This is an optimization exercise on Yosys and OpenROAD, whose aim is small area, a short achievable clock period and few clock cycles, not a production implementation.

==> inputs of 12-27 <==
==> flow/design.v (excerpt) <==
module doublecrack #(
    parameter int         KEY_W = 24,
    parameter logic [7:0] PT_LO = 8'h20,
    parameter logic [7:0] PT_HI = 8'h7E
) (
    input  logic             clk,
    input  logic             rst_n,
    input  logic             en,
    input  logic [KEY_W-1:0] key_start,
    output logic             rdy,
    output logic [KEY_W-1:0] key,
    output logic             key_valid,
    output logic [7:0]       ct_addr,
    input  logic [7:0]       ct_rddata
);
==> flow/config.mk <==
export PLATFORM = sky130hd
export DESIGN_NAME = doublecrack
export DESIGN_NICKNAME = doublecrack
export VERILOG_FILES = /design/flow/design.v
export SDC_FILE = /design/flow/constraint.sdc
export NUM_CORES = 4
export LEC_CHECK = 0
export CAP_MARGIN = 20
export CORE_MARGIN = 2
export CORE_UTILIZATION = 20
export PLACE_DENSITY = 0.35
export SLEW_MARGIN = 20
export SYNTH_HIERARCHICAL = 1
export SYNTH_MEMORY_MAX_BITS = 8192
export SYNTH_MINIMUM_KEEP_SIZE = 0
==> flow/constraint.sdc <==
create_clock -name core_clock -period 10.0 [get_ports {clk}]
set_input_delay 2.0000 -clock core_clock [delete_from_list [all_inputs] [get_ports {clk}]]
set_output_delay 2.0000 -clock core_clock [all_outputs]
set_load 0.01 [all_outputs]
run.sh (not shown) runs the stock make flow with config.mk's settings and CLKGATE_MAP_FILE= SYNTH_SCRIPT=/design/flow/synth_recipe.tcl, a recipe that flattens the netlist after the stock synthesis.
==> 09-05 (differences from 12-27) <==
--- a/flow/design.v
+++ b/flow/design.v
@@ -52,15 +52,15 @@
     always_comb begin
         for (int x = 0; x < 256; x++) begin
             w_da[x] = (r_a == 8'(x));
             w_db[x] = (r_b == 8'(x));
         end
         for (int x = 0; x < 256; x++) begin
             w_nb[x] = w_ds && !w_load && w_db[x];
-            w_na[x] = w_load || ((w_ds || w_wa) && w_da[x]);
+            w_na[x] = (w_load || ((w_ds || w_wa) && w_da[x])) && !w_nb[x];
             w_nn[x] = !w_na[x] && !w_nb[x];
         end
         for (int b = 0; b < 8; b++) begin
             w_m1r[b] = 1'b0;
             w_m2r[b] = 1'b0;
             for (int x = 0; x < 256; x++) begin
                 w_m1r[b] = w_m1r[b] | (w_da[x] & r_q[x][b]);
@@ -68,15 +68,15 @@
             end
         end
     end
     assign w_m1   = w_m1r ^ {8{r_a[1]}};
     assign w_m2   = w_m2r ^ {8{r_b[1]}};
     assign w_q2   = ~r_q[2];
     assign w_q3   = ~r_q[3];
-    assign w_busa = !w_ds ? r_w : (r_a == r_b) ? w_busb : r_q[0];
+    assign w_busa = w_ds ? r_q[0] : r_w;
     assign w_busb = (r_a == 8'd1) ? r_q[0] : r_q[1];
     assign w_bv[0]  = ~w_busa | {8{w_load}};
     assign w_bv[1]  = ~w_busa & ~{8{w_load}};
     assign w_bv[2]  = w_busa & ~{8{w_load}};
     assign w_bv[3]  = w_busa | {8{w_load}};
     assign w_bbv[0] = ~w_busb;
     assign w_bbv[1] = w_busb;
@@ -95,28 +95,22 @@
             w_d254 = (w_wa && r_a == 8'd0) ? w_busa : r_q[0];
             w_d255 = (w_wa && r_a == 8'd1) ? w_busa : r_q[1];
         end else begin
             w_d254 = (r_b == 8'd0) ? w_busb : w_m1;
             w_d255 = (r_b == 8'd0) ? w_m1 : (r_b == r_a) ? r_q[0] : w_m2;
         end
     end
-    logic [7:0]       w_d [254];
-    for (genvar p = 0; p < 254; p++) begin : g_slot
-        logic [7:0] w_ba, w_bb;
-        for (genvar b = 0; b < 8; b++) begin : g_bit
-            assign w_ba[b] = w_bv[2 * ((p >> 1) & 1) + ((p >> b) & 1)][b];
-            assign w_bb[b] = w_bbv[(p >> 1) & 1][b];
-        end
-        doublecrack_slot u_slot (
-            .nb(w_nb[p + 2]), .na(w_na[p + 2]), .nn(w_nn[p + 2]),
-            .bb(w_bb), .ba(w_ba), .q(r_q[p + 2]), .d(w_d[p])
-        );
-    end
-    always_ff @(posedge clk) begin
-        for (int p = 0; p < 254; p++) r_q[p] <= w_d[p];
+    always_ff @(posedge clk) begin
+        for (int p = 0; p < 254; p++) begin
+            for (int b = 0; b < 8; b++) begin
+                r_q[p][b] <= ~((w_nb[p + 2] & w_bbv[(p >> 1) & 1][b]) |
+                               (w_na[p + 2] & w_bv[2 * ((p >> 1) & 1) + ((p >> b) & 1)][b]) |
+                               (w_nn[p + 2] & r_q[p + 2][b]));
+            end
+        end
         r_q[254] <= ~w_d254;
         r_q[255] <= ~w_d255;
     end
     always_ff @(posedge clk) begin
         r_c  <= r_q[1] - 8'd4;
         r_ct <= ct_rddata;
         r_kn <= (r_state == S_IDLE) ? key_start : r_k + KEY_W'(1);
@@ -213,18 +207,7 @@
                 S_C4: r_state <= S_C5;
                 S_C5: r_state <= S_PD;
                 default: r_state <= S_RST;
             endcase
         end
     end
 endmodule
-module doublecrack_slot (
-    input  logic       nb,
-    input  logic       na,
-    input  logic       nn,
-    input  logic [7:0] bb,
-    input  logic [7:0] ba,
-    input  logic [7:0] q,
-    output logic [7:0] d
-);
-    assign d = ~(({8{nb}} & bb) | ({8{na}} & ba) | ({8{nn}} & q));
-endmodule
--- a/flow/config.mk
+++ b/flow/config.mk
@@ -6,10 +6,8 @@
 export NUM_CORES = 4
 export LEC_CHECK = 0
 export CAP_MARGIN = 20
 export CORE_MARGIN = 2
 export CORE_UTILIZATION = 20
 export PLACE_DENSITY = 0.35
 export SLEW_MARGIN = 20
-export SYNTH_HIERARCHICAL = 1
 export SYNTH_MEMORY_MAX_BITS = 8192
-export SYNTH_MINIMUM_KEEP_SIZE = 0
==> results.sh <==
export IMPL_status="stopped before the end"
export IMPL_lastStage="global routing (5_1_grt)"
export IMPL_toolErrorMsg="[ERROR GRT-0116] Global routing finished with congestion. Check the congestion regions in the DRC Viewer."
export IMPL_place_inst=19600
export IMPL_track_usage=0.941
export IMPL_syn_num_nets=11800
export IMPL_start_util=0.201
export IMPL_ys_top_cells_by_area="dfxtp_1, a222oi_1, a22oi_1"
(the above is from 12-27)
==> results.sh <==
export IMPL_status="stopped before the end"
export IMPL_lastStage="global routing (5_1_grt)"
export IMPL_toolErrorMsg="[ERROR GRT-0116] Global routing finished with congestion. Check the congestion regions in the DRC Viewer."
export IMPL_place_inst=24900
export IMPL_ys_top_cells_by_area="dfxtp_1, mux2i_1, o21ai_0"
export IMPL_met3_usage=0.767
export IMPL_syn_num_nets=16500
export IMPL_track_usage=0.837
export IMPL_start_util=0.200
(the above is from 09-05)
No run of this note included a check of the RTL's function; only the layout flow was run.
